Source: an optimization exercise on an open RTL-to-GDS flow (aim: small area). Production flows keep margins and buffers that such runs may drop.
The RTL was checked by simulation tests, not by an equivalence proof against the original design.
Power and IR drop assume default switching activity.

job 430:
==> flow/design.v (excerpt) <==
module stats_top (
    input  logic                 clk,
    input  logic                 rst_pkt,
    input  logic                 rst,
    input  logic [2:0]           in_mark_i,            
    input  logic [2:0]           out_mark_i,           
    input  logic                 out_ready_i,
    input  logic                 rb_update_valid_i,
    input  logic                 disable_pcie_i,
    output logic                 pcie_rb_update_valid_o,
    input  logic [27:0]          pdumeta_cpu_data_i,   
    input  logic                 pdumeta_cpu_valid_i,
    input  logic                 pdumeta_cpu_ready_i,
    input  logic [63:0]          fill_level_i,         
    input  logic [63:0]          status_req_i,         
    output logic [32:0]          status_resp_o,        
    output logic [32-1:0]   ctrl_o
);
For scale: roughly 1400 cells after synthesis, ~440 flip-flops, ~240 I/O pins, ~0.016 mm² of cells after synthesis.
Settings: LEC_CHECK=0, CAP_MARGIN=20, CORE_MARGIN=2, CORE_UTILIZATION=60, SLEW_MARGIN=20; clock period 5.0 ns.
standard.sh (not shown) runs the stock make flow with config.mk's settings and CLKGATE_MAP_FILE= SYNTH_SCRIPT=/design/flow/synth_recipe.tcl, a recipe that flattens the netlist after the stock synthesis.
==> flow/flow/run.sh <==
#!/bin/bash
# The standard layout (standard.sh) with three changes:
#  - synthesis maps the combinational logic with an area-oriented ABC script
#    (flow/synth.tcl, flow/area.abc); registers are mapped as in the standard
#    synthesis, before ABC runs;
#  - the port buffers are the smallest buffer, sky130_fd_sc_hd__buf_1;
#  - the clock tree uses larger sink clusters and no dummy loads.
# make's output goes to standard.log; each ORFS step logs under orfs/logs/.
set -euo pipefail
W=$PWD
export MY_ABC_SCRIPT=$W/flow/area.abc
bash standard.sh \
  "SYNTH_SCRIPT=$W/flow/synth.tcl" \
  "BUFFER_PORTS_ARGS=-buffer_cell sky130_fd_sc_hd__buf_1" \
  "CTS_ARGS=-sink_clustering_enable -repair_clock_nets -dont_use_dummy_load -buf_list sky130_fd_sc_hd__clkbuf_16 -root_buf sky130_fd_sc_hd__clkbuf_16 -sink_clustering_size 30 -sink_clustering_max_diameter 50" \
  finish > standard.log 2>&1
==> flow/flow/area.abc <==
&get -n
&st
&syn2
&dch
&nf -a
&put
==> flow/flow/synth.tcl <==
# The standard synthesis script, with one change: the final ABC mapping
# of the combinational logic runs the area-oriented script named in
# MY_ABC_SCRIPT instead of ORFS's speed script. Registers are mapped before
# ABC runs, so they keep the standard synthesis's names and cells.
proc synth {args} { yosys synth -nofsm -noshare {*}$args }
proc abc {args} {
  set i [lsearch -exact $args -script]
  if { $i >= 0 && [info exists ::env(MY_ABC_SCRIPT)] } {
    lset args [expr {$i + 1}] $::env(MY_ABC_SCRIPT)
  }
  yosys abc {*}$args
}
source $::env(SCRIPTS_DIR)/synth.tcl
# left out here: clear keep_hierarchy, flatten, clean up, hide names made inside functions, write 1_2_yosys.v
Edits applied to the flow inputs when going from job 430 to job 1320:
# job 430
export LEC_CHECK = 0
export CAP_MARGIN = 20
export CORE_MARGIN = 2
export CORE_UTILIZATION = 60
export SLEW_MARGIN = 20
create_clock -name core_clock -period 5.0 [get_ports {clk}]
# job 1320
export LEC_CHECK = 0
export CAP_MARGIN = 20
export CORE_MARGIN = 2
export CORE_UTILIZATION = 72
export SLEW_MARGIN = 20
create_clock -name core_clock -period 5.0 [get_ports {clk}]
--- a/flow/flow/run.sh
+++ b/flow/flow/run.sh
@@ -14,3 +14,3 @@
   "BUFFER_PORTS_ARGS=-buffer_cell sky130_fd_sc_hd__buf_1" \
-  "CTS_ARGS=-sink_clustering_enable -repair_clock_nets -dont_use_dummy_load -buf_list sky130_fd_sc_hd__clkbuf_16 -root_buf sky130_fd_sc_hd__clkbuf_16 -sink_clustering_size 30 -sink_clustering_max_diameter 50" \
+  "CTS_ARGS=-sink_clustering_enable -repair_clock_nets -dont_use_dummy_load -buf_list sky130_fd_sc_hd__clkbuf_16 -root_buf sky130_fd_sc_hd__clkbuf_16 -sink_clustering_size 24 -sink_clustering_max_diameter 80" \
   finish > standard.log 2>&1
Notes after the runs:
- Job 1320 vs. job 430: area of combinational cells with multiple inputs neither gained nor lost much, critical path depth has remained practically unchanged.
- Compared with job 430, job 1320 shows a power consumption that is about 9% lower.
Setup changes, job 1320 to job 5129
# job 1320
export LEC_CHECK = 0
export CAP_MARGIN = 20
export CORE_MARGIN = 2
export CORE_UTILIZATION = 72
export SLEW_MARGIN = 20
create_clock -name core_clock -period 5.0 [get_ports {clk}]
# job 5129
export LEC_CHECK = 0
export CAP_MARGIN = 20
export CORE_MARGIN = 2
export CORE_UTILIZATION = 60
export SLEW_MARGIN = 20
create_clock -name core_clock -period 5.0 [get_ports {clk}]
--- a/flow/flow/run.sh
+++ b/flow/flow/run.sh
@@ -14,3 +14,3 @@
   "BUFFER_PORTS_ARGS=-buffer_cell sky130_fd_sc_hd__buf_1" \
-  "CTS_ARGS=-sink_clustering_enable -repair_clock_nets -dont_use_dummy_load -buf_list sky130_fd_sc_hd__clkbuf_16 -root_buf sky130_fd_sc_hd__clkbuf_16 -sink_clustering_size 24 -sink_clustering_max_diameter 80" \
+  "CTS_ARGS=-sink_clustering_enable -repair_clock_nets -dont_use_dummy_load -buf_list sky130_fd_sc_hd__clkbuf_8 -root_buf sky130_fd_sc_hd__clkbuf_16 -sink_clustering_size 18 -sink_clustering_max_diameter 40" \
   finish > standard.log 2>&1
==> comparison <==
No run among job 1320 and job 5129 stopped early or left any final violation; all are clean.
The fraction of cell area in non-clock buffers of job 5129 falls short of that of job 1320 by 0.27 points.
Between job 1320 and job 5129, the top fanout value on the critical path does not differ in any meaningful way.
Changes observed in job 5129 relative to job 1320: largest clock skew in the final design shows no meaningful change; multi-input gate share of total cell area shows a reduction of 0.38 points; clock transition at the register clock pins on the worst setup and hold paths after CTS shows no meaningful change; worst hold slack shows a reduction of 0.030 ns; area occupied by registers shows no meaningful change.
[compare] base=job 1320 new=job 5129: final non-filler cell area picked up an extra 0.88%; net count of the mapped netlist about even.
For job 3026, these inputs were changed with respect to job 5129:
# job 5129
export LEC_CHECK = 0
export CAP_MARGIN = 20
export CORE_MARGIN = 2
export CORE_UTILIZATION = 60
export SLEW_MARGIN = 20
create_clock -name core_clock -period 5.0 [get_ports {clk}]
# job 3026
export LEC_CHECK = 0
export CAP_MARGIN = 20
export CORE_MARGIN = 2
export CORE_UTILIZATION = 72
export SLEW_MARGIN = 20
create_clock -name core_clock -period 5.0 [get_ports {clk}]
--- a/flow/flow/run.sh
+++ b/flow/flow/run.sh
@@ -14,3 +14,3 @@
   "BUFFER_PORTS_ARGS=-buffer_cell sky130_fd_sc_hd__buf_1" \
-  "CTS_ARGS=-sink_clustering_enable -repair_clock_nets -dont_use_dummy_load -buf_list sky130_fd_sc_hd__clkbuf_8 -root_buf sky130_fd_sc_hd__clkbuf_16 -sink_clustering_size 18 -sink_clustering_max_diameter 40" \
+  "CTS_ARGS=-sink_clustering_enable -repair_clock_nets -dont_use_dummy_load -buf_list sky130_fd_sc_hd__clkbuf_8 -root_buf sky130_fd_sc_hd__clkbuf_16 -sink_clustering_size 16 -sink_clustering_max_diameter 80" \
   finish > standard.log 2>&1
==> summary.txt <==
- Having completed the whole flow, job 3026 delivered a layout that passed the timing, DRC and antenna checks.
- Job 3026 vs job 5129: clock buffer count in the final layout down in job 3026
- Looking at worst setup margin across both flows, job 3026 is the stronger of the two, with job 5129 trailing.
- Delta (job 3026 minus job 5129): total power draw fell by 0.36 mW, time the worst path needs with I/O delays and setup fell by 0.0068 ns.
Setup changes, job 3026 to job 4398
# job 3026
export LEC_CHECK = 0
export CAP_MARGIN = 20
export CORE_MARGIN = 2
export CORE_UTILIZATION = 72
export SLEW_MARGIN = 20
create_clock -name core_clock -period 5.0 [get_ports {clk}]
# job 4398
export LEC_CHECK = 0
export CAP_MARGIN = 20
export CORE_MARGIN = 2
export CORE_UTILIZATION = 80
export SLEW_MARGIN = 20
create_clock -name core_clock -period 5.0 [get_ports {clk}]
--- a/flow/flow/run.sh
+++ b/flow/flow/run.sh
@@ -14,3 +14,3 @@
   "BUFFER_PORTS_ARGS=-buffer_cell sky130_fd_sc_hd__buf_1" \
-  "CTS_ARGS=-sink_clustering_enable -repair_clock_nets -dont_use_dummy_load -buf_list sky130_fd_sc_hd__clkbuf_8 -root_buf sky130_fd_sc_hd__clkbuf_16 -sink_clustering_size 16 -sink_clustering_max_diameter 80" \
+  "CTS_ARGS=-sink_clustering_enable -repair_clock_nets -dont_use_dummy_load -buf_list sky130_fd_sc_hd__clkbuf_16 -root_buf sky130_fd_sc_hd__clkbuf_16 -sink_clustering_size 24 -sink_clustering_max_diameter 80" \
   finish > standard.log 2>&1
When the final numbers for job 4398 and job 3026 were put side by side, the aggregate global-route resource usage turned out to be greater in job 4398.
NOTE: setup slack after layout in job 4398 falls short of that of job 3026
Clock skew of job 3026 is on par with job 4398.
On count of plain and timing-repair buffers, the lower figure sits with job 4398, not job 3026.
Worst setup slack for register-to-register paths: job 4398 lower than job 3026
Power after layout: job 4398 > job 3026
Taking job 3026 as the reference, in job 4398 combinational cell fraction of total power rose 0.6 points; worst relative slew slack fell 6.7 points.
Diff job 3026 -> job 4398 | measured slew at the worst slew-check pin | increase of 0.10 ns
Lower final core area utilization goes to job 3026 over job 4398.
| fraction of power consumed by the clock network | job 4398 vs job 3026 | 2.1 points higher |

-- re-timing with driven ports --
Ports are ideal in the flow. The routed layouts listed here were re-timed in OpenROAD.
Step 1 (the two cells are an assumption about what drives the block):
set clk [get_ports {clk}]
set_driving_cell -lib_cell sky130_fd_sc_hd__clkbuf_16 $clk
set_driving_cell -lib_cell sky130_fd_sc_hd__buf_2 [delete_from_list [all_inputs] $clk]
Step 2 also shifts input and output timing later by t, the mid clock arrival at the registers, as if the neighbouring blocks saw the same clock.
Slacks: no drivers / after step 1 / after step 2; pairs: no drivers / after step 1.
| run | t (ns) | setup WS [ns] | hold slack, ns | worst setup path after step 2 |
|---|---|---|---|---|
| job 430 | 0.564 | 0.838 / 0.838 / 0.838 | 0.324 / 0.324 / 0.324 | register to register |
| job 1320 | 0.570 | 0.870 / 0.870 / 0.870 | 0.320 / 0.320 / 0.320 | register to register |
| job 5129 | 0.552 | 0.885 / 0.885 / 0.885 | 0.289 / 0.289 / 0.289 | register to register |
| job 3026 | 0.552 | 0.892 / 0.892 / 0.892 | 0.312 / 0.312 / 0.312 | register to register |
| job 4398 | 0.558 | 0.746 / 0.746 / 0.746 | 0.333 / 0.333 / 0.333 | register to register |
After both steps every run listed still meets setup and hold.
